This design comes from an exercise in tuning for small area and a short achievable clock period on the open sky130 flow, not from production work. Only simulation tests tie the RTL to the original design; equivalence was not proved. Power figures rest on the tool's default switching activity, not on a simulated workload.

--- flow/run.sh ---
#!/bin/bash
set -euo pipefail
MARGIN=${MARGIN:-7}
PORTBUF=${PORTBUF:-sky130_fd_sc_hd__buf_1}
sed -e "s/SETUP_SLACK_MARGIN=[0-9.]*/SETUP_SLACK_MARGIN=$MARGIN/" \
    -e "s/\"\${@:-finish}\"/BUFFER_PORTS_ARGS='-buffer_cell $PORTBUF' \"\${@:-finish}\"/" \
    standard.sh > standard_flow.sh
bash standard_flow.sh > standard.log 2>&1
--- standard.sh ---
#!/bin/bash
# synth_recipe.tcl (not shown) runs the flow's synth.tcl, then flattens the netlist and writes it again
# the make line also repeats each setting of config.mk as NAME=value (left out here)
make -C /OpenROAD-flow-scripts/flow DESIGN_CONFIG=/design/flow/config.mk WORK_HOME=/design/flow/orfs CLKGATE_MAP_FILE= SYNTH_SCRIPT=/design/flow/synth_recipe.tcl "${@:-finish}"
--- config.mk ---
export PLATFORM = sky130hd
export DESIGN_NAME = echo_train_gen
export DESIGN_NICKNAME = echo_train_gen
export VERILOG_FILES = /design/flow/design.v
export SDC_FILE = /design/flow/constraint.sdc
export NUM_CORES = 4
export LEC_CHECK = 0
export CAP_MARGIN = 0
export CORE_MARGIN = 2
export CORE_UTILIZATION = 40
export CTS_CLUSTER_DIAMETER = 100
export CTS_CLUSTER_SIZE = 30
export SETUP_SLACK_MARGIN = 5
export SLEW_MARGIN = 0
--- constraint.sdc ---
create_clock -name core_clock -period 10.5 [get_ports {clk}]
set_input_delay 2.1000 -clock core_clock [delete_from_list [all_inputs] [get_ports {clk}]]
set_output_delay 2.1000 -clock core_clock [all_outputs]
set_load 0.01 [all_outputs]
--- design.v ---
module echo_train_gen #(
  parameter int N_ECHO  = 5,
  parameter int DW      = 10,
  parameter int CNT_W   = 16,
  parameter int PERIOD  = 200,
  parameter int NOISE_W = 4
) (
  input  logic                          clk,
  input  logic                          reset,
  input  logic                          start,
  input  logic                          stop,
  input  logic                          mode,
  input  logic                          noise_en,
  input  logic [8*(N_ECHO+1)-1:0]       amp_i,
  input  logic [CNT_W*(N_ECHO+1)-1:0]   delay_i,
  output logic [DW-1:0]                 sum_o,
  output logic [7:0]                    start_o,
  output logic                          busy,
  output logic                          frame_o
);
  localparam int NP = N_ECHO + 1;
  logic             run_q;
  logic             busy_q;    
  logic             last_q;
  logic             first_q;
  logic [7:0]       cnt_q;
  logic [15:0]      lfsr_q;
  logic [DW-1:0]    sum_q;
  logic [7:0]       st_q;
  logic             frame_q;
  logic [7:0]       amp_q [NP];
  logic [7:0]       pos_q [NP];
  logic [7:0]       sb_q  [NP];
  logic [7:0]       h1_q  [NP];
  logic [7:0]       h2_q  [NP];
  logic             hc_q  [NP];
  logic [10:0]      y1_q, y2_q, y3_q;
  logic [7:0]       p0_q;
  logic go, ld;
  assign go = run_q && !stop;
  assign ld = !run_q || last_q;
  logic [7:0] sb_d [NP];
  for (genvar k = 0; k < NP; k++) begin : g_shape
    logic [7:0] u;
    logic       win;
    logic [7:0] s4;
    assign u = pos_q[k];
    assign win = (u[7:4] == 4'd0 && u[3:0] <= 4'd11) || (u[7:2] == 6'h3F);
    localparam logic [127:0] SHAPE4 = 128'h230e0502050e23477cb9ebffebb97c47;
    assign s4 = SHAPE4[8*u[3:0] +: 8];
    assign sb_d[k] = win ? s4 : 8'd0;
  end
  logic [7:0] h1_d [NP];
  logic [7:0] h2_d [NP];
  logic       hc_d [NP];
  for (genvar k = 0; k < NP; k++) begin : g_mul
    etg_mul u_mul (.a(amp_q[k]), .s(sb_q[k]), .h1(h1_d[k]), .h2(h2_d[k]), .hc(hc_d[k]));
  end
  logic [10:0] y1_d, y2_d, y3_d;
  etg_sum u_sum (
    .h1({h1_q[5], h1_q[4], h1_q[3], h1_q[2], h1_q[1], h1_q[0]}),
    .h2({h2_q[5], h2_q[4], h2_q[3], h2_q[2], h2_q[1], h2_q[0]}),
    .hc({hc_q[5], hc_q[4], hc_q[3], hc_q[2], hc_q[1], hc_q[0]}),
    .y1(y1_d), .y2(y2_d), .y3(y3_d));
  logic       v0   [NP];
  logic       z0_q [NP];  
  for (genvar k = 0; k < NP; k++) begin : g_early
    assign v0[k] = z0_q[k] && amp_q[k][7];
  end
  logic [7:0] sb_in [NP];    
  logic [1:0] h1_in [NP];    
  logic       h2_in [NP];
  logic       hc_in [NP];
  logic       z0_in [NP];
  logic [7:0] pos_in [NP];
  always_comb begin
    for (int k = 0; k < NP; k++) begin
      logic [7:0]  a;
      logic [15:0] d;
      logic        hz, d0, d1, d2;
      logic [8:0]  lo5;
      a  = amp_i[8*k +: 8];
      d  = delay_i[CNT_W*k +: CNT_W];
      hz = d[15:2] == 14'd0;
      d0 = hz && d[1:0] == 2'd0;
      d1 = hz && d[1:0] == 2'd1;
      d2 = hz && d[1:0] == 2'd2;
      lo5 = {1'b0, a[5:0], 2'b00} + {1'b0, a};
      z0_in[k]  = d0;
      sb_in[k]  = d0 ? 8'd14 : d1 ? 8'd5 : d2 ? 8'd2 : 8'd0;
      h1_in[k]  = d0 ? a[7:6] : 2'd0;
      h2_in[k]  = d1 && a[7];
      hc_in[k]  = d0 && lo5[8];
      pos_in[k] = (d[15:8] != 8'd0 || d[7:0] >= 8'(PERIOD)) ? 8'd13 : ~d[7:0];
    end
  end
  logic [2:0] x0;
  logic [4:0] x0n;
  logic s1, c1, s2, c2, s3, c3, s4, c4;
  assign s1 = v0[0] ^ v0[1] ^ v0[2];
  assign c1 = (v0[0] & v0[1]) | (v0[2] & (v0[0] ^ v0[1]));
  assign s2 = v0[3] ^ v0[4] ^ v0[5];
  assign c2 = (v0[3] & v0[4]) | (v0[5] & (v0[3] ^ v0[4]));
  assign s3 = s1 ^ s2 ^ lfsr_q[0];
  assign c3 = (s1 & s2) | (lfsr_q[0] & (s1 ^ s2));
  assign s4 = c1 ^ c2 ^ lfsr_q[1];
  assign c4 = (c1 & c2) | (lfsr_q[1] & (c1 ^ c2));
  assign x0  = {1'b0, c1, s1} + {1'b0, c2, s2};
  assign x0n = {1'b0, lfsr_q[3:2], s4, s3} + {1'b0, c4, c3, 1'b0};
  logic [10:0]   xs, xns;
  logic [DW-1:0] xsat, xnsat;
  assign xs    = y1_q + y2_q + y3_q;
  assign xns   = y1_q + y2_q + y3_q + 11'(lfsr_q[3:0]);
  assign xsat  = first_q ? 10'(x0)  : xs[10]  ? 10'd1023 : xs[9:0];
  assign xnsat = first_q ? 10'(x0n) : xns[10] ? 10'd1023 : xns[9:0];
  always_ff @(posedge clk or posedge reset) begin
    if (reset) begin
      run_q   <= 1'b0;
      busy_q  <= 1'b0;
      lfsr_q  <= 16'hACE1;
      sum_q   <= '0;
      st_q    <= '0;
      frame_q <= 1'b0;
    end else begin
      run_q   <= run_q ? !(stop || (last_q && !mode)) : (start && !stop);
      busy_q  <= busy_q ? !(stop || (last_q && !mode)) : (start && !stop);
      if (run_q) lfsr_q <= {lfsr_q[0] ^ lfsr_q[2] ^ lfsr_q[3] ^ lfsr_q[5], lfsr_q[15:1]};
      sum_q   <= go ? (noise_en ? xnsat : xsat) : 10'd0;
      st_q    <= go ? (first_q ? {7'd0, v0[0]} : p0_q) : 8'd0;
      frame_q <= go && last_q;
    end
  end
  always_ff @(posedge clk) begin
    cnt_q   <= ld ? 8'd0 : cnt_q + 8'd1;
    last_q  <= run_q && cnt_q == 8'(PERIOD - 2);
    first_q <= ld;
    for (int k = 0; k < NP; k++) begin
      if (ld) begin
        amp_q[k] <= amp_i[8*k +: 8];
        z0_q[k]  <= z0_in[k];
        pos_q[k] <= pos_in[k];
        sb_q[k]  <= sb_in[k];
        h1_q[k]  <= {6'd0, h1_in[k]};
        h2_q[k]  <= {7'd0, h2_in[k]};
        hc_q[k]  <= hc_in[k];
      end else begin
        pos_q[k] <= pos_q[k] + 8'd1;
        sb_q[k]  <= sb_d[k];
        h1_q[k]  <= h1_d[k];
        h2_q[k]  <= h2_d[k];
        hc_q[k]  <= hc_d[k];
      end
    end
    y1_q <= y1_d;
    y2_q <= y2_d;
    y3_q <= y3_d;
    p0_q <= h1_q[0] + h2_q[0] + {7'd0, hc_q[0]};
  end
  assign sum_o   = sum_q;
  assign start_o = st_q;
  assign frame_o = frame_q;
  assign busy    = busy_q;
endmodule
module etg_mul (input logic [7:0] a, input logic [7:0] s, output logic [7:0] h1, output logic [7:0] h2, output logic hc);
  logic t1, t2, t3, t4, t5, t6, t7, t8, t9, t10, t11, t12, t13, t14, t15, t16;
  logic t17, t18, t19, t20, t21, t22, t23, t24, t25, t26, t27, t28, t29, t30, t31, t32;
  logic t33, t34, t35, t36, t37, t38, t39, t40, t41, t42, t43, t44, t45, t46, t47, t48;
  logic t49, t50, t51, t52, t53, t54, t55, t56, t57, t58, t59, t60, t61, t62, t63, t64;
  logic t65, t66, t67, t68, t69, t70, t71, t72, t73, t74, t75, t76, t77, t78, t79, t80;
  logic t81, t82, t83, t84;
  assign t1 = (a[0] & s[6]) ^ (a[1] & s[5]);
  assign t2 = (a[0] & s[6]) & (a[1] & s[5]);
  assign t3 = (a[0] & s[7]) ^ (a[1] & s[6]) ^ (a[2] & s[5]);
  assign t4 = ((a[0] & s[7]) & (a[1] & s[6])) | ((a[2] & s[5]) & ((a[0] & s[7]) ^ (a[1] & s[6])));
  assign t5 = (a[3] & s[4]) ^ (a[4] & s[3]);
  assign t6 = (a[3] & s[4]) & (a[4] & s[3]);
  assign t7 = (a[1] & s[7]) ^ (a[2] & s[6]) ^ (a[3] & s[5]);
  assign t8 = ((a[1] & s[7]) & (a[2] & s[6])) | ((a[3] & s[5]) & ((a[1] & s[7]) ^ (a[2] & s[6])));
  assign t9 = (a[4] & s[4]) ^ (a[5] & s[3]);
  assign t10 = (a[4] & s[4]) & (a[5] & s[3]);
  assign t11 = (a[2] & s[7]) ^ (a[3] & s[6]) ^ (a[4] & s[5]);
  assign t12 = ((a[2] & s[7]) & (a[3] & s[6])) | ((a[4] & s[5]) & ((a[2] & s[7]) ^ (a[3] & s[6])));
  assign t13 = (a[0] & s[4]) ^ (a[1] & s[3]);
  assign t14 = (a[0] & s[4]) & (a[1] & s[3]);
  assign t15 = (a[0] & s[5]) ^ (a[1] & s[4]) ^ (a[2] & s[3]);
  assign t16 = ((a[0] & s[5]) & (a[1] & s[4])) | ((a[2] & s[3]) & ((a[0] & s[5]) ^ (a[1] & s[4])));
  assign t17 = (a[3] & s[2]) ^ (a[4] & s[1]);
  assign t18 = (a[3] & s[2]) & (a[4] & s[1]);
  assign t19 = t1 ^ (a[2] & s[4]) ^ (a[3] & s[3]);
  assign t20 = (t1 & (a[2] & s[4])) | ((a[3] & s[3]) & (t1 ^ (a[2] & s[4])));
  assign t21 = (a[4] & s[2]) ^ (a[5] & s[1]) ^ (a[6] & s[0]);
  assign t22 = ((a[4] & s[2]) & (a[5] & s[1])) | ((a[6] & s[0]) & ((a[4] & s[2]) ^ (a[5] & s[1])));
  assign t23 = t2 ^ t3 ^ t5;
  assign t24 = (t2 & t3) | (t5 & (t2 ^ t3));
  assign t25 = (a[5] & s[2]) ^ (a[6] & s[1]) ^ (a[7] & s[0]);
  assign t26 = ((a[5] & s[2]) & (a[6] & s[1])) | ((a[7] & s[0]) & ((a[5] & s[2]) ^ (a[6] & s[1])));
  assign t27 = t4 ^ t6 ^ t7;
  assign t28 = (t4 & t6) | (t7 & (t4 ^ t6));
  assign t29 = t9 ^ (a[6] & s[2]) ^ (a[7] & s[1]);
  assign t30 = (t9 & (a[6] & s[2])) | ((a[7] & s[1]) & (t9 ^ (a[6] & s[2])));
  assign t31 = t8 ^ t10 ^ t11;
  assign t32 = (t8 & t10) | (t11 & (t8 ^ t10));
  assign t33 = (a[5] & s[4]) ^ (a[6] & s[3]) ^ (a[7] & s[2]);
  assign t34 = ((a[5] & s[4]) & (a[6] & s[3])) | ((a[7] & s[2]) & ((a[5] & s[4]) ^ (a[6] & s[3])));
  assign t35 = t12 ^ (a[3] & s[7]) ^ (a[4] & s[6]);
  assign t36 = (t12 & (a[3] & s[7])) | ((a[4] & s[6]) & (t12 ^ (a[3] & s[7])));
  assign t37 = (a[5] & s[5]) ^ (a[6] & s[4]) ^ (a[7] & s[3]);
  assign t38 = ((a[5] & s[5]) & (a[6] & s[4])) | ((a[7] & s[3]) & ((a[5] & s[5]) ^ (a[6] & s[4])));
  assign t39 = (a[4] & s[7]) ^ (a[5] & s[6]) ^ (a[6] & s[5]);
  assign t40 = ((a[4] & s[7]) & (a[5] & s[6])) | ((a[6] & s[5]) & ((a[4] & s[7]) ^ (a[5] & s[6])));
  assign t41 = (a[0] & s[3]) ^ (a[1] & s[2]);
  assign t42 = (a[0] & s[3]) & (a[1] & s[2]);
  assign t43 = t13 ^ (a[2] & s[2]) ^ (a[3] & s[1]);
  assign t44 = (t13 & (a[2] & s[2])) | ((a[3] & s[1]) & (t13 ^ (a[2] & s[2])));
  assign t45 = t14 ^ t15 ^ t17;
  assign t46 = (t14 & t15) | (t17 & (t14 ^ t15));
  assign t47 = t16 ^ t18 ^ t19;
  assign t48 = (t16 & t18) | (t19 & (t16 ^ t18));
  assign t49 = t20 ^ t22 ^ t23;
  assign t50 = (t20 & t22) | (t23 & (t20 ^ t22));
  assign t51 = t24 ^ t26 ^ t27;
  assign t52 = (t24 & t26) | (t27 & (t24 ^ t26));
  assign t53 = t28 ^ t30 ^ t31;
  assign t54 = (t28 & t30) | (t31 & (t28 ^ t30));
  assign t55 = t32 ^ t34 ^ t35;
  assign t56 = (t32 & t34) | (t35 & (t32 ^ t34));
  assign t57 = t36 ^ t38 ^ t39;
  assign t58 = (t36 & t38) | (t39 & (t36 ^ t38));
  assign t59 = t40 ^ (a[5] & s[7]) ^ (a[6] & s[6]);
  assign t60 = (t40 & (a[5] & s[7])) | ((a[6] & s[6]) & (t40 ^ (a[5] & s[7])));
  assign t61 = (a[0] & s[2]) ^ (a[1] & s[1]);
  assign t62 = (a[0] & s[2]) & (a[1] & s[1]);
  assign t63 = t41 ^ (a[2] & s[1]) ^ (a[3] & s[0]);
  assign t64 = (t41 & (a[2] & s[1])) | ((a[3] & s[0]) & (t41 ^ (a[2] & s[1])));
  assign t65 = t42 ^ t43 ^ (a[4] & s[0]);
  assign t66 = (t42 & t43) | ((a[4] & s[0]) & (t42 ^ t43));
  assign t67 = t44 ^ t45 ^ (a[5] & s[0]);
  assign t68 = (t44 & t45) | ((a[5] & s[0]) & (t44 ^ t45));
  assign t69 = t46 ^ t47 ^ t21;
  assign t70 = (t46 & t47) | (t21 & (t46 ^ t47));
  assign t71 = t48 ^ t49 ^ t25;
  assign t72 = (t48 & t49) | (t25 & (t48 ^ t49));
  assign t73 = t50 ^ t51 ^ t29;
  assign t74 = (t50 & t51) | (t29 & (t50 ^ t51));
  assign t75 = t52 ^ t53 ^ t33;
  assign t76 = (t52 & t53) | (t33 & (t52 ^ t53));
  assign t77 = t54 ^ t55 ^ t37;
  assign t78 = (t54 & t55) | (t37 & (t54 ^ t55));
  assign t79 = t56 ^ t57 ^ (a[7] & s[4]);
  assign t80 = (t56 & t57) | ((a[7] & s[4]) & (t56 ^ t57));
  assign t81 = t58 ^ t59 ^ (a[7] & s[5]);
  assign t82 = (t58 & t59) | ((a[7] & s[5]) & (t58 ^ t59));
  assign t83 = t60 ^ (a[6] & s[7]) ^ (a[7] & s[6]);
  assign t84 = (t60 & (a[6] & s[7])) | ((a[7] & s[6]) & (t60 ^ (a[6] & s[7])));
  logic [15:0] r1;
  assign r1 = {1'b0, t84, t82, t80, t78, t76, t74, t72, t70, t68, t66, t64, t62, t61, (a[0] & s[1]), (a[0] & s[0])};
  logic [15:0] r2;
  assign r2 = {1'b0, (a[7] & s[7]), t83, t81, t79, t77, t75, t73, t71, t69, t67, t65, t63, (a[2] & s[0]), (a[1] & s[0]), 1'b0};
  logic [8:0] lo;
  logic [3:0] top;
  assign lo  = {1'b0, r1[7:0]} + {1'b0, r2[7:0]};
  assign top = r1[15:12] + r2[15:12];
  assign hc  = lo[8];
  assign h1  = {top, r1[11:8]};
  assign h2  = {4'd0, r2[11:8]};
endmodule
module etg_sum (input logic [47:0] h1, input logic [47:0] h2, input logic [5:0] hc, output logic [10:0] y1, output logic [10:0] y2, output logic [10:0] y3);
  logic t1, t2, t3, t4, t5, t6, t7, t8, t9, t10, t11, t12, t13, t14, t15, t16;
  logic t17, t18, t19, t20, t21, t22, t23, t24, t25, t26, t27, t28, t29, t30, t31, t32;
  logic t33, t34, t35, t36, t37, t38, t39, t40, t41, t42, t43, t44, t45, t46, t47, t48;
  logic t49, t50, t51, t52, t53, t54, t55, t56, t57, t58, t59, t60, t61, t62, t63, t64;
  logic t65, t66, t67, t68, t69, t70, t71, t72, t73, t74, t75, t76, t77, t78, t79, t80;
  logic t81, t82, t83, t84, t85, t86, t87, t88, t89, t90, t91, t92, t93, t94, t95, t96;
  logic t97, t98, t99, t100, t101, t102, t103, t104, t105, t106, t107, t108, t109, t110, t111, t112;
  logic t113, t114, t115, t116, t117, t118, t119, t120;
  assign t1 = h1[0] ^ h2[0] ^ hc[0];
  assign t2 = (h1[0] & h2[0]) | (hc[0] & (h1[0] ^ h2[0]));
  assign t3 = h1[8] ^ h2[8] ^ hc[1];
  assign t4 = (h1[8] & h2[8]) | (hc[1] & (h1[8] ^ h2[8]));
  assign t5 = h1[16] ^ h2[16];
  assign t6 = h1[16] & h2[16];
  assign t7 = h1[1] ^ h2[1] ^ h1[9];
  assign t8 = (h1[1] & h2[1]) | (h1[9] & (h1[1] ^ h2[1]));
  assign t9 = t1 ^ t3 ^ t5;
  assign t10 = (t1 & t3) | (t5 & (t1 ^ t3));
  assign t11 = hc[2] ^ h1[24] ^ h2[24];
  assign t12 = (hc[2] & h1[24]) | (h2[24] & (hc[2] ^ h1[24]));
  assign t13 = t2 ^ t4 ^ t6;
  assign t14 = (t2 & t4) | (t6 & (t2 ^ t4));
  assign t15 = t7 ^ h2[9] ^ h1[17];
  assign t16 = (t7 & h2[9]) | (h1[17] & (t7 ^ h2[9]));
  assign t17 = h2[17] ^ h1[25] ^ h2[25];
  assign t18 = (h2[17] & h1[25]) | (h2[25] & (h2[17] ^ h1[25]));
  assign t19 = t8 ^ h1[2] ^ h2[2];
  assign t20 = (t8 & h1[2]) | (h2[2] & (t8 ^ h1[2]));
  assign t21 = h1[10] ^ h2[10] ^ h1[18];
  assign t22 = (h1[10] & h2[10]) | (h1[18] & (h1[10] ^ h2[10]));
  assign t23 = h2[18] ^ h1[26] ^ h2[26];
  assign t24 = (h2[18] & h1[26]) | (h2[26] & (h2[18] ^ h1[26]));
  assign t25 = h1[34] ^ h2[34];
  assign t26 = h1[34] & h2[34];
  assign t27 = h1[3] ^ h2[3] ^ h1[11];
  assign t28 = (h1[3] & h2[3]) | (h1[11] & (h1[3] ^ h2[3]));
  assign t29 = h2[11] ^ h1[19] ^ h2[19];
  assign t30 = (h2[11] & h1[19]) | (h2[19] & (h2[11] ^ h1[19]));
  assign t31 = h1[27] ^ h2[27] ^ h1[35];
  assign t32 = (h1[27] & h2[27]) | (h1[35] & (h1[27] ^ h2[27]));
  assign t33 = h2[35] ^ h1[43];
  assign t34 = h2[35] & h1[43];
  assign t35 = h1[4] ^ h1[12];
  assign t36 = h1[4] & h1[12];
  assign t37 = t9 ^ t11 ^ hc[3];
  assign t38 = (t9 & t11) | (hc[3] & (t9 ^ t11));
  assign t39 = h1[32] ^ h2[32];
  assign t40 = h1[32] & h2[32];
  assign t41 = t10 ^ t12 ^ t13;
  assign t42 = (t10 & t12) | (t13 & (t10 ^ t12));
  assign t43 = t15 ^ t17 ^ h1[33];
  assign t44 = (t15 & t17) | (h1[33] & (t15 ^ t17));
  assign t45 = h2[33] ^ h1[41];
  assign t46 = h2[33] & h1[41];
  assign t47 = t14 ^ t16 ^ t18;
  assign t48 = (t14 & t16) | (t18 & (t14 ^ t16));
  assign t49 = t19 ^ t21 ^ t23;
  assign t50 = (t19 & t21) | (t23 & (t19 ^ t21));
  assign t51 = t25 ^ h1[42] ^ h2[42];
  assign t52 = (t25 & h1[42]) | (h2[42] & (t25 ^ h1[42]));
  assign t53 = t20 ^ t22 ^ t24;
  assign t54 = (t20 & t22) | (t24 & (t20 ^ t22));
  assign t55 = t26 ^ t27 ^ t29;
  assign t56 = (t26 & t27) | (t29 & (t26 ^ t27));
  assign t57 = t31 ^ t33 ^ h2[43];
  assign t58 = (t31 & t33) | (h2[43] & (t31 ^ t33));
  assign t59 = t28 ^ t30 ^ t32;
  assign t60 = (t28 & t30) | (t32 & (t28 ^ t30));
  assign t61 = t34 ^ t35 ^ h1[20];
  assign t62 = (t34 & t35) | (h1[20] & (t34 ^ t35));
  assign t63 = h1[28] ^ h1[36] ^ h1[44];
  assign t64 = (h1[28] & h1[36]) | (h1[44] & (h1[28] ^ h1[36]));
  assign t65 = t36 ^ h1[5] ^ h1[13];
  assign t66 = (t36 & h1[5]) | (h1[13] & (t36 ^ h1[5]));
  assign t67 = h1[21] ^ h1[29] ^ h1[37];
  assign t68 = (h1[21] & h1[29]) | (h1[37] & (h1[21] ^ h1[29]));
  assign t69 = h1[6] ^ h1[14] ^ h1[22];
  assign t70 = (h1[6] & h1[14]) | (h1[22] & (h1[6] ^ h1[14]));
  assign t71 = h1[7] ^ h1[15];
  assign t72 = h1[7] & h1[15];
  assign t73 = t37 ^ t39 ^ hc[4];
  assign t74 = (t37 & t39) | (hc[4] & (t37 ^ t39));
  assign t75 = t38 ^ t40 ^ t41;
  assign t76 = (t38 & t40) | (t41 & (t38 ^ t40));
  assign t77 = t43 ^ t45;
  assign t78 = t43 & t45;
  assign t79 = t42 ^ t44 ^ t46;
  assign t80 = (t42 & t44) | (t46 & (t42 ^ t44));
  assign t81 = t47 ^ t49 ^ t51;
  assign t82 = (t47 & t49) | (t51 & (t47 ^ t49));
  assign t83 = t48 ^ t50 ^ t52;
  assign t84 = (t48 & t50) | (t52 & (t48 ^ t50));
  assign t85 = t53 ^ t55 ^ t57;
  assign t86 = (t53 & t55) | (t57 & (t53 ^ t55));
  assign t87 = t54 ^ t56 ^ t58;
  assign t88 = (t54 & t56) | (t58 & (t54 ^ t56));
  assign t89 = t59 ^ t61 ^ t63;
  assign t90 = (t59 & t61) | (t63 & (t59 ^ t61));
  assign t91 = t60 ^ t62 ^ t64;
  assign t92 = (t60 & t62) | (t64 & (t60 ^ t62));
  assign t93 = t65 ^ t67 ^ h1[45];
  assign t94 = (t65 & t67) | (h1[45] & (t65 ^ t67));
  assign t95 = t66 ^ t68 ^ t69;
  assign t96 = (t66 & t68) | (t69 & (t66 ^ t68));
  assign t97 = h1[30] ^ h1[38] ^ h1[46];
  assign t98 = (h1[30] & h1[38]) | (h1[46] & (h1[30] ^ h1[38]));
  assign t99 = t70 ^ t71 ^ h1[23];
  assign t100 = (t70 & t71) | (h1[23] & (t70 ^ t71));
  assign t101 = h1[31] ^ h1[39] ^ h1[47];
  assign t102 = (h1[31] & h1[39]) | (h1[47] & (h1[31] ^ h1[39]));
  assign t103 = t73 ^ h1[40];
  assign t104 = t73 & h1[40];
  assign t105 = t74 ^ t75 ^ t77;
  assign t106 = (t74 & t75) | (t77 & (t74 ^ t75));
  assign t107 = t76 ^ t78 ^ t79;
  assign t108 = (t76 & t78) | (t79 & (t76 ^ t78));
  assign t109 = t80 ^ t82 ^ t83;
  assign t110 = (t80 & t82) | (t83 & (t80 ^ t82));
  assign t111 = t84 ^ t86 ^ t87;
  assign t112 = (t84 & t86) | (t87 & (t84 ^ t86));
  assign t113 = t88 ^ t90 ^ t91;
  assign t114 = (t88 & t90) | (t91 & (t88 ^ t90));
  assign t115 = t92 ^ t94 ^ t95;
  assign t116 = (t92 & t94) | (t95 & (t92 ^ t94));
  assign t117 = t96 ^ t98 ^ t99;
  assign t118 = (t96 & t98) | (t99 & (t96 ^ t98));
  assign t119 = t100 ^ t102;
  assign t120 = t100 & t102;
  logic [10:0] r1;
  assign r1 = {1'b0, t120, t118, t116, t114, t112, t110, t108, t106, t104, t103};
  logic [10:0] r2;
  assign r2 = {1'b0, 1'b0, t119, t117, t115, t113, t111, t109, t107, t105, h2[40]};
  logic [10:0] r3;
  assign r3 = {1'b0, 1'b0, t72, t101, t97, t93, t89, t85, t81, h2[41], hc[5]};
  assign y1 = r1;
  assign y2 = r2;
  assign y3 = r3;
endmodule
==> results of run 1 <==
synth_stat cells, drive strengths merged, types with 25 or more instances:
cell type and number:
ha 187, dfxtp 220, nor2 71, a21oi 51
fa 284, o21ai 76, xor2 27, and2 255
inv 369, o22ai 30, nor3 25, nand3 35
edfxtp 54, nand2 247, xnor2 43, clkbuf 37
dfrtp 29
worst max-delay path: stages (launching register included):
cell	delay, ns
dfxtp_1	0.32
inv_1	0.05
fa_1	0.46
inv_1	0.07
ha_2	0.20
inv_1	0.07
fa_2	0.54
inv_1	0.07
ha_4	0.23
a21o_1	0.19
a21oi_2	0.22
nor3_1	0.10
and4bb_2	0.28
o32a_1	0.36
o211a_1	0.21
sequential cells by signal, indices dropped and copies added, names as in the netlist:
register  cells
amp_q        48
busy_q        1
cnt_q         8
first_q       1
frame_q       1
h1_q         48
h2_q         24
hc_q          6
last_q        1
lfsr_q       16
p0_q          8
pos_q        48
run_q         1
sb_q         48
st_q          8
sum_q        10
y1_q         10
y2_q          9
y3_q          9
z0_q          6
cells by family after synthesis:
kind of cell    Yosys count  share of synthesized area
mux                      27                     0.0144
buf+inv                 419                     0.0675
compound gates          305                     0.0869
simple gates            753                      0.166
xor+xnor                 70                     0.0265
fa+ha+maj               471                      0.342
flops                   311                      0.297
area by class of cell:
cell class,count,area share
clock inverter,11,0.00615
sequential,311,0.267
timing repair buffer,205,0.0347
inverter,370,0.0534
tap,765,0.0368
multi-input combinational,1626,0.583
clock buffer,21,0.0189
path summary, 6_finish.rpt:
path,start,to,cells after the start
max,y1_q[1],sum_q[4],14
min,h2_q[5][1],y3_q[1],0
max reg2reg,y1_q[1],sum_q[4],14
min reg2reg,h2_q[5][1],y3_q[1],0
max in group asynchronous,reset,lfsr_q[0],3
min in group asynchronous,reset,lfsr_q[9],3
stage by stage:
| step | setup slack, ns | utilization | hold WS [ns] | cells | total power [mW] |
|---|---|---|---|---|---|
| finish | 7.05 | 0.450 | 0.346 | 3309 | 2.58 |
| global route | 6.95 | 0.450 | 0.360 | 3309 | 2.72 |
| CTS | 6.98 | 0.446 | 0.350 | 3296 | 2.61 |
| detailed placement | 6.66 | 0.432 | 0.325 | 3246 | 1.76 |
| global placement | 6.68 | 0.432 | 0.326 | 3246 | 1.74 |
| floorplan | 6.82 | - | 0.310 | 2356 | 1.63 |
cell usage in the layout (no fill, tap or decap), types with 7 or more instances in the layout:
| cell | synthesis | layout |
|---|---|---|
| dfrtp_1 | 29 | 29 |
| xnor2_1 | 43 | 42 |
| nor2_1 | 70 | 68 |
| o22ai_1 | 30 | 30 |
| mux2i_1 | 9 | 9 |
| a211oi_1 | 16 | 12 |
| buf_4 | 1 | 36 |
| buf_1 | 10 | 169 |
| edfxtp_1 | 54 | 54 |
| nor3_1 | 25 | 25 |
| mux2_2 | 14 | 14 |
| ha_1 | 187 | 185 |
| nor4_1 | 23 | 20 |
| nor2b_1 | 18 | 17 |
| nand2_1 | 247 | 246 |
| dfxtp_1 | 220 | 219 |
| nand2b_1 | 22 | 21 |
| and2_1 | 255 | 238 |
| fa_1 | 284 | 270 |
| clkbuf_16 | 0 | 19 |
| nand3_1 | 35 | 35 |
| o21ai_1 | 3 | 7 |
| a21oi_2 | 0 | 7 |
| o31ai_1 | 7 | 7 |
| or4_1 | 11 | 7 |
| a21o_1 | 20 | 20 |
| dfstp_2 | 8 | 8 |
| fa_2 | 0 | 14 |
| or3_1 | 18 | 12 |
| xor2_1 | 26 | 25 |
| o21ai_0 | 72 | 68 |
| a31oi_1 | 12 | 12 |
| inv_1 | 368 | 368 |
| a31o_2 | 12 | 12 |
| and2_4 | 0 | 17 |
| o21bai_1 | 9 | 9 |
| a21oi_1 | 51 | 44 |
| a22oi_1 | 18 | 18 |
metal layers:
metal / track usage / up-vias / part of all wire
met4: 0.0396 / 0 / 0.019
met5: 0 / - / 0
met2: 0.304 / 268 / 0.50
li1: - / 7976 / -
met3: 0.0243 / 49 / 0.039
met1: 0.228 / 8150 / 0.44
power groups by stage:
stage,clock network [mW],logic (mW),registers [mW]
6_report,0.834,0.364,1.38
4_1_cts,0.870,0.360,1.38
5_1_grt,0.905,0.414,1.40
2_1_floorplan,0,0.263,1.37
3_5_place_dp,0,0.343,1.42
3_3_place_gp,0,0.332,1.41
what timing repair did:
| item | 4_1_cts | 5_1_grt |
|---|---|---|
| resized for setup | 9 | 45 |
| setup buffers | 18 | 13 |
| pin swaps | 1 | 33 |
| endpoints found under the setup margin | 15 | 25 |
==> results.tsv, run 1 <==
stage	metric	value	unit
pwr	P_leak	12.0	nW
logic_synthesis	sequential area share after synthesis	0.297	
logic_synthesis	Primary FF master, synth	dfxtp_1	
timing	Worst slew margin	0.470	
logic_synthesis	top cell type's share of synthesized area	0.242	
layout	Multi-input gate area	15200	um2
clock_tree	Reg clk slew, reported paths	0.11	ns
route	Residual DRC	0	
logic_synthesis	ys async rst share	0.119	
timing	Max Clock Freq	290	MHz
timing	RSZ-0062 raised after global routing	true	
outcome	status	finished clean	
pwr	Gate power share	0.141	
global_routing	first-pass GRT wire length	86.6	mm
pwr	fraction of power spent switching nets	0.291	
clock_tree	clk sinks	311	
route	First-pass DRT Iterations	4	
worst_setup_path	CP required	10.95	ns
worst_setup_path	WP data arrival	3.90	ns
pwr	pwr dens	99.2	nW/um2
route	Vias/cell	4.97	
logic_synthesis	Unique masters post-synth	75	
logic_synthesis	syn_area_per_cell	9.95	um2
clock_tree	CTS tree	yes	
layout	nets@finish	3153	
pwr	Clock Power Share	0.323	
pwr	Switch Pwr	0.751	mW
layout	Final Cell Area	26000	um2
floorplan	IO Pins	170	
timing	post-route setup TNS	0	ns
logic_synthesis	Post-Synthesis Cells	2356	
clock_tree	clk root buf	clkbuf_16	
placed_design	placed wire-length estimate	40.7	mm
logic_synthesis	Synth area leaders	fa_1, dfxtp_1, ha_1	
floorplan	Die Y	246	um
layout	# diodes	0	
route	Wirelength per Cell	15.6	um
route	antenna violation net count after detailed routing	0	
layout	FF/Latch Area	6960	um2
clock_tree	clk buf depth	3	
logic_synthesis	syn_nets	2977	
pwr	Peak VDD IR	0.133	mV
global_routing	initial antenna violation count	1	
route	routed wire length	51.6	mm
logic_synthesis	Post-synth EDFFs	54	
layout	filler cell count in the final layout	5479	
clock_tree	clk latency of the worst-skew pair	0.55	ns
logic_synthesis	Synth Register Bits	311	
timing	final setup fails	0	
floorplan	number of core rows	88	
logic_synthesis	Ys Warns	34	
worst_setup_path	critical path fanouts, max	5	
placed_design	gpl congestion	0.835	
route	via count	16443	
clock_tree	H-Tree Depth	1	
hold_path	min-delay worst type	reg2reg	
logic_synthesis	synthesized area	23500	um2
timing	crit path time final	3.45	ns
floorplan	Core Area	57800	um2
placed_design	Post-Place Cell Area	25000	um2
route	DR iter-0 viols	737	
logic_synthesis	most area-hungry cell type in the Yosys netlist	fa_1	
floorplan	die footprint	60600	um2
pwr	internal power	1.83	mW
layout	layout cells sized above 1	0.0743	
layout	Area Overhead vs Synth	11.0	%
global_routing	gr usage total	0.174	
timing	clk_skew	0.0158	ns
timing	worst slew pin tran	0.795	ns
job	max_cap viols	0	
timing	Final Hold Fails	0	
worst_setup_path	reg2reg setup slack	7.05	ns
timing	final cycle utilization of the critical path	0.328	
pwr	register share of total power	0.536	
clock_tree	hold buffers post-CTS	0	
global_routing	largest net degree at the start of global routing	60	
floorplan	Initial Util	0.406	
timing	Max Slew Vio Count	0	
global_routing	Overflow after GRT	0	
worst_setup_path	Setup crit start kind	flop	
global_routing	vias in the first global route	17202	
clock_tree	CTS buffer count	18	
worst_setup_path	Crit. End Element	flop	
floorplan	Die X	246	um
worst_setup_path	Crit Path Category	reg2reg	
placed_design	number of buffers inserted by port buffering	169	
==> inputs of run 2 (changes only) <==
--- a/design.v
+++ b/design.v
@@ -63,15 +63,13 @@
     .hc({hc_q[5], hc_q[4], hc_q[3], hc_q[2], hc_q[1], hc_q[0]}),
     .y1(y1_d), .y2(y2_d), .y3(y3_d));
   logic       v0   [NP];
-  logic       z0_q [NP];  
   for (genvar k = 0; k < NP; k++) begin : g_early
-    assign v0[k] = z0_q[k] && amp_q[k][7];
+    assign v0[k] = (&pos_q[k]) && amp_q[k][7];
   end
   logic [7:0] sb_in [NP];    
   logic [1:0] h1_in [NP];    
   logic       h2_in [NP];
   logic       hc_in [NP];
-  logic       z0_in [NP];
   logic [7:0] pos_in [NP];
   always_comb begin
     for (int k = 0; k < NP; k++) begin
@@ -86,7 +84,6 @@
       d1 = hz && d[1:0] == 2'd1;
       d2 = hz && d[1:0] == 2'd2;
       lo5 = {1'b0, a[5:0], 2'b00} + {1'b0, a};
-      z0_in[k]  = d0;
       sb_in[k]  = d0 ? 8'd14 : d1 ? 8'd5 : d2 ? 8'd2 : 8'd0;
       h1_in[k]  = d0 ? a[7:6] : 2'd0;
       h2_in[k]  = d1 && a[7];
@@ -137,7 +134,6 @@
     for (int k = 0; k < NP; k++) begin
       if (ld) begin
         amp_q[k] <= amp_i[8*k +: 8];
-        z0_q[k]  <= z0_in[k];
         pos_q[k] <= pos_in[k];
         sb_q[k]  <= sb_in[k];
         h1_q[k]  <= {6'd0, h1_in[k]};
==> flow/run.sh (replaced) <==
#!/bin/bash
set -euo pipefail
MARGIN=${MARGIN:-7.2}
PORTBUF=${PORTBUF:-sky130_fd_sc_hd__buf_1}
sed -e "s/SETUP_SLACK_MARGIN=[0-9.]*/SETUP_SLACK_MARGIN=$MARGIN/" \
    -e "s/\"\${@:-finish}\"/BUFFER_PORTS_ARGS='-buffer_cell $PORTBUF' \"\${@:-finish}\"/" \
    standard.sh > standard_flow.sh
RES="$PWD/orfs/results/sky130hd/echo_train_gen/base"
bash standard_flow.sh "$RES/1_2_yosys.v" > synth.log 2>&1
cp "$RES/1_2_yosys.v" "$RES/1_2_yosys_standard.v"
python3 flow/polarity.py "$RES/1_2_yosys_standard.v" "$RES/1_2_yosys.v" > polarity.log 2>&1
bash standard_flow.sh > standard.log 2>&1
==> flow/polarity.py (new file) <==
#!/usr/bin/env python3
"""Rebalance signal polarity around full-adder cells in a mapped netlist.

A full adder is self-dual: with all three inputs inverted, both outputs come
out inverted. Synthesis leaves many inverters between adder cells. This pass
chooses, per full adder, whether it works on true or inverted signals so that
fewer inverters are needed, then rebuilds the inverters (one per signal whose
other polarity is needed). Every other cell, every register and every port
keeps exactly the connections' logic values it had.

usage: polarity.py IN.v OUT.v
"""
import re, sys, collections

src = open(sys.argv[1]).read()
OUT_PINS = {"X", "Y", "Q", "Q_N", "SUM", "COUT", "HI", "LO"}
inst_re = re.compile(r"^(\s*)(sky130_fd_sc_hd__\w+)\s+(\S+)\s*\((.*?)\);\n", re.S | re.M)
pin_re = re.compile(r"\.(\w+)\(([^()]*)\)")

cells = []          # [name, type, {pin: net}, span]
for m in inst_re.finditer(src):
    pins = {p: n.strip() for p, n in pin_re.findall(m.group(4))}
    cells.append([m.group(3), m.group(2), pins, m.span()])

mod = re.search(r"module\s+\w+\s*\((.*?)\);", src, re.S)
port_names = [p.strip() for p in mod.group(1).split(",")]
out_decl = re.findall(r"^\s*output\s+(\[\d+:\d+\]\s+)?(\S+);", src, re.M)
outputs = set()
for rng, name in out_decl:
    if rng:
        hi, lo = map(int, re.findall(r"\d+", rng))
        for i in range(lo, hi + 1):
            outputs.add(f"{name}[{i}]")
    else:
        outputs.add(name)

def is_const(n):
    return bool(re.fullmatch(r"1'h[01]|1'b[01]", n))

drv = {}
for c in cells:
    for p, n in c[2].items():
        if p in OUT_PINS and n:
            assert n not in drv, n
            drv[n] = (c, p)

def is_inv(c):
    return c[1].startswith("sky130_fd_sc_hd__inv_")

# removable inverters: plain inverters whose output is not a port
removable = [c for c in cells if is_inv(c) and c[2]["Y"] not in outputs]
rem_set = set(id(c) for c in removable)

lit_cache = {}
def lit(n):
    """(signal, polarity) carried by net n; inverter chains collapse."""
    if is_const(n):
        return ("CONST", int(n[-1]))
    if n in lit_cache:
        return lit_cache[n]
    d = drv.get(n)
    if d and id(d[0]) in rem_set:
        s, q = lit(d[0][2]["A"])
        r = (s, q ^ 1) if s != "CONST" else ("CONST", q ^ 1)
    else:
        r = (n, 0)
    lit_cache[n] = r
    return r

fas = [c for c in cells if c[1].startswith("sky130_fd_sc_hd__fa_")]
fa_of_sig = {}      # signal net -> fa cell (outputs)
for f in fas:
    for p in ("SUM", "COUT"):
        n = f[2].get(p)
        if n:
            fa_of_sig[n] = f
flippable = {id(f): True for f in fas}
for n in outputs:
    if n in fa_of_sig:
        flippable[id(fa_of_sig[n])] = False

# consumers: (cell, pin, original literal)
consumers = []
for c in cells:
    if id(c) in rem_set:
        continue
    for p, n in c[2].items():
        if p in OUT_PINS or not n:
            continue
        consumers.append((c, p, lit(n)))
port_cons = []
for n in outputs:
    # an output port whose net is driven by a removable inverter is not possible
    # (those are kept); otherwise the port net is its driver's net: no change
    pass

phi = {id(f): 0 for f in fas}
def avail(s):
    f = fa_of_sig.get(s)
    return phi[id(f)] if f is not None else 0

cons_by_sig = collections.defaultdict(list)
for k, (c, p, (s, q)) in enumerate(consumers):
    if s != "CONST":
        cons_by_sig[s].append(k)
fa_inputs = collections.defaultdict(list)   # fa id -> consumer indices
for k, (c, p, l) in enumerate(consumers):
    if c[1].startswith("sky130_fd_sc_hd__fa_"):
        fa_inputs[id(c)].append(k)

def need(k):
    c, p, (s, q) = consumers[k]
    if c[1].startswith("sky130_fd_sc_hd__fa_"):
        return q ^ phi[id(c)]
    return q

def sig_cost(s):
    a = avail(s)
    return int(any(need(k) != a for k in cons_by_sig[s]))

def local_sigs(f):
    ss = set()
    for p in ("SUM", "COUT"):
        if f[2].get(p):
            ss.add(f[2][p])
    for k in fa_inputs[id(f)]:
        s = consumers[k][2][0]
        if s != "CONST":
            ss.add(s)
    return ss

all_sigs = set(cons_by_sig)
before = sum(sig_cost(s) for s in all_sigs)
changed = True
passes = 0
while changed and passes < 50:
    changed = False
    passes += 1
    for f in fas:
        if not flippable[id(f)]:
            continue
        ss = local_sigs(f)
        c0 = sum(sig_cost(s) for s in ss)
        phi[id(f)] ^= 1
        c1 = sum(sig_cost(s) for s in ss)
        if c1 < c0:
            changed = True
        else:
            phi[id(f)] ^= 1
after = sum(sig_cost(s) for s in all_sigs)
sys.stderr.write(f"polarity: {len(removable)} removable inverters, "
                 f"{before} needed before, {after} after, {sum(phi.values())} adders flipped\n")

# rebuild
inv_net = {}
new_wires, new_cells = [], []
def inverted(s):
    if s not in inv_net:
        k = len(inv_net)
        y = f"_pol_n{k}_"
        inv_net[s] = y
        new_wires.append(f"  wire {y};\n")
        sp = " " if s.startswith(chr(92)) else ""
        new_cells.append(f"  sky130_fd_sc_hd__inv_1 _pol_i{k}_ (\n    .A({s}{sp}),\n    .Y({y})\n  );\n")
    return inv_net[s]

for k, (c, p, (s, q)) in enumerate(consumers):
    r = need(k)
    if s == "CONST":
        c[2][p] = f"1'h{r}"
    elif r == avail(s):
        c[2][p] = s
    else:
        c[2][p] = inverted(s)

out = []
pos = 0
end = src.rindex("endmodule")
for c in cells:
    a, b = c[3]
    out.append(src[pos:a])
    pos = b
    if id(c) in rem_set:
        continue
    indent = re.match(r"\s*", src[a:b]).group(0)
    pins = ",\n".join(f"{indent}  .{p}({n}{' ' if n.startswith(chr(92)) else ''})" for p, n in c[2].items())
    out.append(f"{indent}{c[1]} {c[0]} (\n{pins}\n{indent});\n")
tail = src[pos:end]
out.append(tail)
out.append("".join(new_wires))
out.append("".join(new_cells))
out.append(src[end:])
open(sys.argv[2], "w").write("".join(out))
==> config.mk (replaced) <==
export PLATFORM = sky130hd
export DESIGN_NAME = echo_train_gen
export DESIGN_NICKNAME = echo_train_gen
export VERILOG_FILES = /design/flow/design.v
export SDC_FILE = /design/flow/constraint.sdc
export NUM_CORES = 4
export LEC_CHECK = 0
export CAP_MARGIN = 20
export CORE_MARGIN = 2
export CORE_UTILIZATION = 50
export CTS_CLUSTER_DIAMETER = 120
export CTS_CLUSTER_SIZE = 25
export PLACE_DENSITY = 0.8
export SETUP_SLACK_MARGIN = 5
export SLEW_MARGIN = 20
==> run 2 against run 1 <==
Against the previous run:
- largest power group unchanged
- hold slack got worse by 0.020 ns
- still clean on timing, DRC and antenna
- cell count fell by 12%
- combinational power rose by 4%
- sequential share of layout area rose by 0.29 points
- register-to-register slack improved by 0.12 ns
- clock power fell by 15%
- die area fell by 23%
- critical endpoint is now sum_q[2]
- clock skew rose by 0.0083 ns
==> results.tsv, run 2 <==
stage	metric	value	unit	change
outcome	status	finished clean		
placed_design	placed wire-length estimate	38.3	mm	-5.8%
layout	commonest non-fill, non-tap cells in the layout	fa_1, and2_1, nand2_1		
clock_tree	clk latency of the worst-skew pair	0.54	ns	about the same
clock_tree	CTS buffer count	16		-2
layout	Multi-input gate area	15600	um2	+2.6%
placed_design	Placement Setup Slack	6.70	ns	+0.0368 ns
worst_setup_path	Reg2Reg Launch Point	pos_q[3][0]		
timing	clk_skew	0.0241	ns	+0.00829 ns
route	via count	15923		-3.2%
route	First-pass DRT Iterations	5		+1
logic_synthesis	syn_area_per_cell	10.5	um2	+5.9%
route	Wirelength per Cell	17.2	um	+11%
worst_setup_path	Critical Path Sink	sum_q[2]		
pwr	Switch Pwr	0.686	mW	-8.7%
pwr	Peak VDD IR	0.0889	mV	-33%
pwr	Gate power share	0.155		+0.014
timing	fin worst setup slack	7.17	ns	+0.116 ns
floorplan	die footprint	46700	um2	-23%
logic_synthesis	synthesized area	22500	um2	-4.2%
route	routed wire length	50.5	mm	-2.1%
timing	worst slew pin tran	0.675	ns	-0.120 ns
floorplan	Die Y	216	um	-12%
route	DR iter-0 viols	802		+8.8%
layout	most common cell after layout, fill and taps aside	fa_1		
floorplan	Die X	216	um	-12%
worst_setup_path	Worst path slowest cell	fa_2		
placed_design	gpl congestion	0.880		+5.4%
pwr	register share of total power	0.555		+0.019
logic_synthesis	Ys Warns	30		-12%
timing	post-route setup TNS	0	ns	unchanged
route	Vias/cell	5.44		+9.4%
layout	Area Overhead vs Synth	12.7	%	
global_routing	gr usage total	0.218		+0.0442
global_routing	GR met2 Demand/Resource	0.385		+0.0813
worst_setup_path	Critical Path Max Stage Delay	0.71	ns	+0.17 ns
floorplan	IO Pins	170		unchanged
worst_setup_path	CP delay by family, top	adder cells		
clock_tree	clk root buf	clkbuf_16		
clock_tree	Reg clk slew, reported paths	0.11	ns	about the same
timing	final setup fails	0		unchanged
timing	crit path time final	3.33	ns	-0.116 ns
pwr	Tot Pwr	2.44	mW	-5.5%
floorplan	Initial Util	0.507		+0.101
pwr	Clock Power Share	0.290		-0.033
pwr	pwr dens	96.4	nW/um2	-2.8%
layout	FF/Latch Area	6850	um2	-1.7%
worst_setup_path	CP required	10.97	ns	+0.02 ns
timing	Max Clock Freq	300	MHz	+3.5%
placed_design	number of buffers inserted by port buffering	169		unchanged
layout	layout cells sized above 1	0.128		+0.0537
global_routing	gr busiest metal	met2		
floorplan	number of core rows	77		-13%
pwr	P_leak	12.1	nW	+0.80%
pwr	internal power	1.76	mW	-4.2%
logic_synthesis	Post-Synthesis Cells	2131		-9.6%
timing	Final Hold Fails	0		unchanged
global_routing	M3 GR Usage	0.0333		+0.00897
worst_setup_path	crit path cell chain	ha_4 -> and3_4 -> nand4_1 -> fa_2 -> inv_2 -> fa_2 -> ha_4 -> inv_2 -> fa_1 -> nand2_1 -> o21ai_1 -> a21oi_1 -> o21ai_1 -> a21oi_1		
global_routing	initial antenna violation count	1		unchanged
worst_setup_path	buffers and inverters on the worst path	2		-2
clock_tree	CTS tree	yes		
worst_setup_path	Setup crit start kind	flop		
pwr	fraction of power spent switching nets	0.281		-0.00985
route	antenna violation net count after detailed routing	0		unchanged
worst_setup_path	critical path fanouts, max	3		-2
worst_setup_path	Crit. End Element	flop		
route	Residual DRC	0		unchanged
worst_setup_path	Worst Reg2Reg Path Length in Cells	14		unchanged
worst_setup_path	reg2reg end	sum_q[2]		
layout	Final Cell Area	25300	um2	-2.7%
layout	filler cell count in the final layout	3688		-33%
timing	Worst slew margin	0.537		+0.0671
global_routing	first-pass GRT wire length	83.7	mm	-3.3%
layout	nets@finish	2947		-6.5%
worst_setup_path	reg2reg setup slack	7.17	ns	+0.12 ns
job	max_cap viols	0		unchanged
placed_design	Post-Place Cell Area	23900	um2	-4.4%
timing	Max Slew Vio Count	0		unchanged
timing	final cycle utilization of the critical path	0.317		-0.0111
timing	RSZ-0062 raised after global routing	true		
global_routing	largest net degree at the start of global routing	70		+17%
layout	# diodes	0		unchanged
global_routing	met1 usage	0.277		+0.0486
floorplan	Core Area	44300	um2	-23%
global_routing	vias in the first global route	16722		-2.8%
global_routing	Overflow after GRT	0		unchanged
worst_setup_path	Stages on worst setup path	14		unchanged
clock_tree	H-Tree Depth	1		unchanged
timing	hold slack	0.326	ns	-0.0203 ns
clock_tree	clk sinks	305		-1.9%
worst_setup_path	Crit Path Category	reg2reg		
hold_path	min-delay worst type	reg2reg		
worst_setup_path	WP data arrival	3.80	ns	-0.10 ns
worst_setup_path	Worst Setup SP	pos_q[3][0]		
clock_tree	clk buf depth	3		unchanged
logic_synthesis	syn_nets	2752		-7.6%
-- run 2: power by group through the flow --
stage	registers (mW)	logic, mW	clock network [mW]
2_1_floorplan	1.34	0.251	0
3_3_place_gp	1.38	0.313	0
3_5_place_dp	1.38	0.328	0
4_1_cts	1.35	0.363	0.722
5_1_grt	1.37	0.427	0.756
6_report	1.35	0.379	0.708
-- run 2: timing repair --
action	in CTS	in global routing
setup buffers	33	16
endpoints found under the setup margin	60	44
resized for setup	98	82
endpoints found under the hold margin	0	0
pin swaps	53	64
gates cloned	0	0
hold buffers	0	0
-- run 2: worst register-to-register path, stage by stage (launching register included) --
cell and delay [ns]:
dfxtp_4 0.37, ha_4 0.14, and3_4 0.19, nand4_1 0.34, fa_2 0.71, inv_2 0.06
fa_2 0.40, ha_4 0.17, inv_2 0.05, fa_1 0.40, nand2_1 0.07, o21ai_1 0.06
a21oi_1 0.14, o21ai_1 0.08, a21oi_1 0.11
-- run 2: layer usage --
| metal | up-vias | wire length (um) |
|---|---|---|
| met2 | 370 | 25500 |
| li1 | 7501 | - |
| met4 | 0 | 1420 |
| met1 | 7967 | 21000 |
| met5 | - | 0 |
| met3 | 85 | 2490 |
-- run 2: worst min-delay path by stage --
stage               start       to  slack (ns)  cells past startpoint
6_report       h2_q[5][1]  y3_q[1]        0.33                      0
5_1_grt        h2_q[5][1]  y3_q[1]        0.33                      0
4_1_cts        h2_q[5][1]  y3_q[1]        0.33                      0
3_5_place_dp   h2_q[5][0]  y2_q[0]        0.32                      0
3_3_place_gp   h2_q[5][1]  y3_q[1]        0.31                      0
2_1_floorplan  h2_q[5][0]  y2_q[0]        0.31                      0
-- run 2: cell type report --
type,instances,area share
multi-input cells,1612,0.614
flip-flops and latches,305,0.270
repair buffers,222,0.0416
well taps,592,0.0292
inverters,169,0.0255
clock buffers,25,0.0180
clock inverters,3,0.000939
-- run 2: through the flow --
step,util,instances
after global routing,0.572,2928
after floorplan,-,2131
after detailed placement,0.539,2851
after CTS,0.562,2912
final,0.572,2928
after global placement,0.539,2851
==> inputs of run 3 (changes only) <==
--- a/flow/run.sh
+++ b/flow/run.sh
@@ -1,6 +1,6 @@
 #!/bin/bash
 set -euo pipefail
-MARGIN=${MARGIN:-7.2}
+MARGIN=${MARGIN:-7.0}
 PORTBUF=${PORTBUF:-sky130_fd_sc_hd__buf_1}
 sed -e "s/SETUP_SLACK_MARGIN=[0-9.]*/SETUP_SLACK_MARGIN=$MARGIN/" \
     -e "s/\"\${@:-finish}\"/BUFFER_PORTS_ARGS='-buffer_cell $PORTBUF' \"\${@:-finish}\"/" \
==> run 3 against run 2 <==
Against the previous run:
- critical path depth fell by 4
- first-iteration DRC count rose by 22%
- total power fell by 1.4%
- hold slack improved by 0.0090 ns
- combinational power fell by 7.4%
- clock power fell by 1%
- sequential power barely moved
- utilization fell by 1.3 points
- die area did not move
- critical endpoint is now h1_q[3][6]
- critical path type unchanged
- synthesized area did not move
==> results.tsv, run 3 <==
stage	metric	value	unit	change
pwr	Peak VDD IR	0.0916	mV	+3.0%
clock_tree	H-Tree Depth	1		unchanged
pwr	P_leak	12.0	nW	-0.63%
floorplan	Die Y	216	um	unchanged
logic_synthesis	Ys Warns	30		unchanged
placed_design	number of buffers inserted by port buffering	169		unchanged
placed_design	placed wire-length estimate	38.0	mm	-0.89%
logic_synthesis	Post-Synthesis Cells	2131		unchanged
clock_tree	clk sinks	305		unchanged
global_routing	initial antenna violation count	2		+1
timing	RSZ-0062 raised after global routing	true		
timing	Worst slew margin	0.453		-0.0837
floorplan	Core Area	44300	um2	unchanged
route	Wirelength per Cell	16.9	um	-2.2%
layout	nets@finish	2932		-0.51%
worst_setup_path	WP data arrival	3.81	ns	about the same
clock_tree	CTS buffer count	16		unchanged
placed_design	Post-Place Cell Area	23800	um2	-0.53%
timing	Final Hold Fails	0		unchanged
timing	post-route setup TNS	0	ns	unchanged
timing	crit path time final	3.42	ns	+0.0857 ns
floorplan	Initial Util	0.507		unchanged
global_routing	first-pass GRT wire length	82.2	mm	-1.8%
clock_tree	clk latency of the worst-skew pair	0.53	ns	about the same
route	Residual DRC	0		unchanged
timing	final cycle utilization of the critical path	0.326		+0.00817
placed_design	placed insts	2851		unchanged
placed_design	gpl congestion	0.888		+0.86%
timing	clk_skew	0.0291	ns	+0.00493 ns
global_routing	largest net degree at the start of global routing	62		-11%
hold_path	min-delay worst type	reg2reg		
worst_setup_path	crit path cell chain	buf_4 -> and2_4 -> fa_2 -> fa_2 -> fa_2 -> fa_1 -> ha_1 -> fa_1 -> xnor2_1 -> nor2_1		
global_routing	gr usage total	0.215		-0.00380
layout	layout cells sized above 1	0.0819		-0.0461
worst_setup_path	Critical Path Max Stage Delay	0.49	ns	-0.22 ns
floorplan	die footprint	46700	um2	unchanged
route	Vias/cell	5.44		about the same
clock_tree	clk buf depth	3		unchanged
clock_tree	hold buffers post-CTS	0		unchanged
worst_setup_path	Crit. End Element	flop		
route	antenna violation net count after detailed routing	0		unchanged
layout	most common cell after layout, fill and taps aside	fa_1		
layout	Area Overhead vs Synth	10.1	%	
outcome	status	finished clean		
logic_synthesis	syn_nets	2752		unchanged
pwr	pwr dens	97.2	nW/um2	+0.88%
clock_tree	CTS tree	yes		
global_routing	vias in the first global route	16786		+0.38%
layout	Final Cell Area	24700	um2	-2.3%
clock_tree	clk root buf	clkbuf_16		
worst_setup_path	most numerous cell on the critical path	fa_2		
route	routed wire length	49.1	mm	-2.7%
floorplan	number of core rows	77		unchanged
route	DR iter-0 viols	977		+22%
job	max_cap viols	0		unchanged
layout	Final Util	0.558		-0.0131
worst_setup_path	CP required	10.89	ns	-0.08 ns
worst_setup_path	Worst path slowest cell	fa_1		
worst_setup_path	Worst Setup SP	amp_q[3][2]		
layout	# diodes	0		unchanged
clock_tree	Reg clk slew, reported paths	0.10	ns	about the same
worst_setup_path	Setup crit start kind	flop		
layout	non-filler cells, final	2912		-0.55%
global_routing	Overflow after GRT	0		unchanged
route	via count	15835		-0.55%
floorplan	IO Pins	170		unchanged
floorplan	Die X	216	um	unchanged
worst_setup_path	reg2reg setup slack	7.08	ns	-0.09 ns
layout	commonest non-fill, non-tap cells in the layout	fa_1, and2_1, nand2_1		
worst_setup_path	Crit Path Category	reg2reg		
timing	worst slew pin tran	0.820	ns	+0.145 ns
timing	Max Clock Freq	293	MHz	-2.5%
route	First-pass DRT Iterations	7		+2
logic_synthesis	synthesized area	22500	um2	unchanged
timing	final setup fails	0		unchanged
worst_setup_path	critical path fanouts, max	2		-1
timing	Max Slew Vio Count	0		unchanged
worst_setup_path	Reg2Reg Launch Point	amp_q[3][2]		
logic_synthesis	syn_area_per_cell	10.5	um2	unchanged
hold_path	Hold Path Origin	h2_q[5][1]		
==> run 3: through the flow <==
| stage | hold slack [ns] | worst slack, ns | power (mW) |
|---|---|---|---|
| floorplan | 0.310 | 6.97 | 1.59 |
| global placement | 0.315 | 6.76 | 1.69 |
| detailed placement | 0.315 | 6.69 | 1.71 |
| CTS | 0.337 | 6.96 | 2.41 |
| global route | 0.344 | 6.97 | 2.53 |
| finish | 0.335 | 7.08 | 2.41 |
==> run 3: final timing paths <==
check / endpoint / cells after the start
hold reg to reg: y3_q[1] / 0
min in group asynchronous: sum_q[8] / 3
setup / recovery: h1_q[3][6] / 10
max in group asynchronous: lfsr_q[11] / 3
setup reg to reg: h1_q[3][6] / 10
hold / removal: y3_q[1] / 0
==> run 3: final cells by class <==
type	count	area, um2
Timing Repair Buffer	207	927
Inverter	169	639
Fill cell	3721	19600
Sequential cell	305	6820
Clock inverter	2	25.0
Multi-Input combinational cell	1612	15100
Clock buffer	25	455
Tap cell	592	741
==> run 3: worst max-delay path: cells and delay by family (launching register included) <==
kind | cells | cell delay, ns
XOR/XNOR | 1 | 0.17
adder cells (fa/ha/maj) | 6 | 2.36
buffers and inverters | 1 | 0.16
AND/OR/NAND/NOR | 2 | 0.20
flip-flops | 1 | 0.40
==> run 3: report_power, final <==
part,switching (mW),internal (mW)
sequential,0.0900,1.27
clock,0.391,0.308
combinational,0.185,0.167
==> run 3: metal layers <==
metal | wire, um | up-vias | GRT usage
met5 | 27 | - | 0
met4 | 1480 | 4 | 0.0653
met3 | 2490 | 81 | 0.0371
met2 | 24500 | 369 | 0.375
met1 | 20600 | 7927 | 0.273
li1 | - | 7454 | -
==> run 3: repair_timing <==
item,in CTS,in global routing
resized for setup,17,72
setup endpoints to repair,11,41
buffers inserted,14,20
endpoints found under the hold margin,0,0
pin swaps,2,14
gates cloned,0,0

[re-timing with driven ports]
The flow's constraints put no driver on any port. The routed layouts listed below were extracted and timed again, unchanged, in two steps.
Step 1 assumes that a clkbuf_16 drives the clock port and a buf_2 every other input.
Step 2, shift: input delay + t, output delay - t, t = (earliest + latest rising clock arrival at the registers) / 2. This alone moves slack from input paths to output paths.
Three values: ideal, step 1, step 2; two values: the first two.
run | t (ns) | setup slack, ns | worst setup path after step 2 | worst data-port slew with drivers (ns) | cell pins on the clock port's net
run 1 | 0.597 | 7.052 / 7.052 / 6.664 | input to register | 0.05 | 1
run 2 | 0.583 | 7.168 / 7.168 / 6.763 | input to register | 0.05 | 1
run 3 | 0.575 | 7.082 / 7.082 / 6.669 | input to register | 0.06 | 1
After both steps every run listed still meets setup and hold. The setup slack of run 3, which loses most, moves by 0.000 ns with the drivers and by -0.413 ns with both steps.
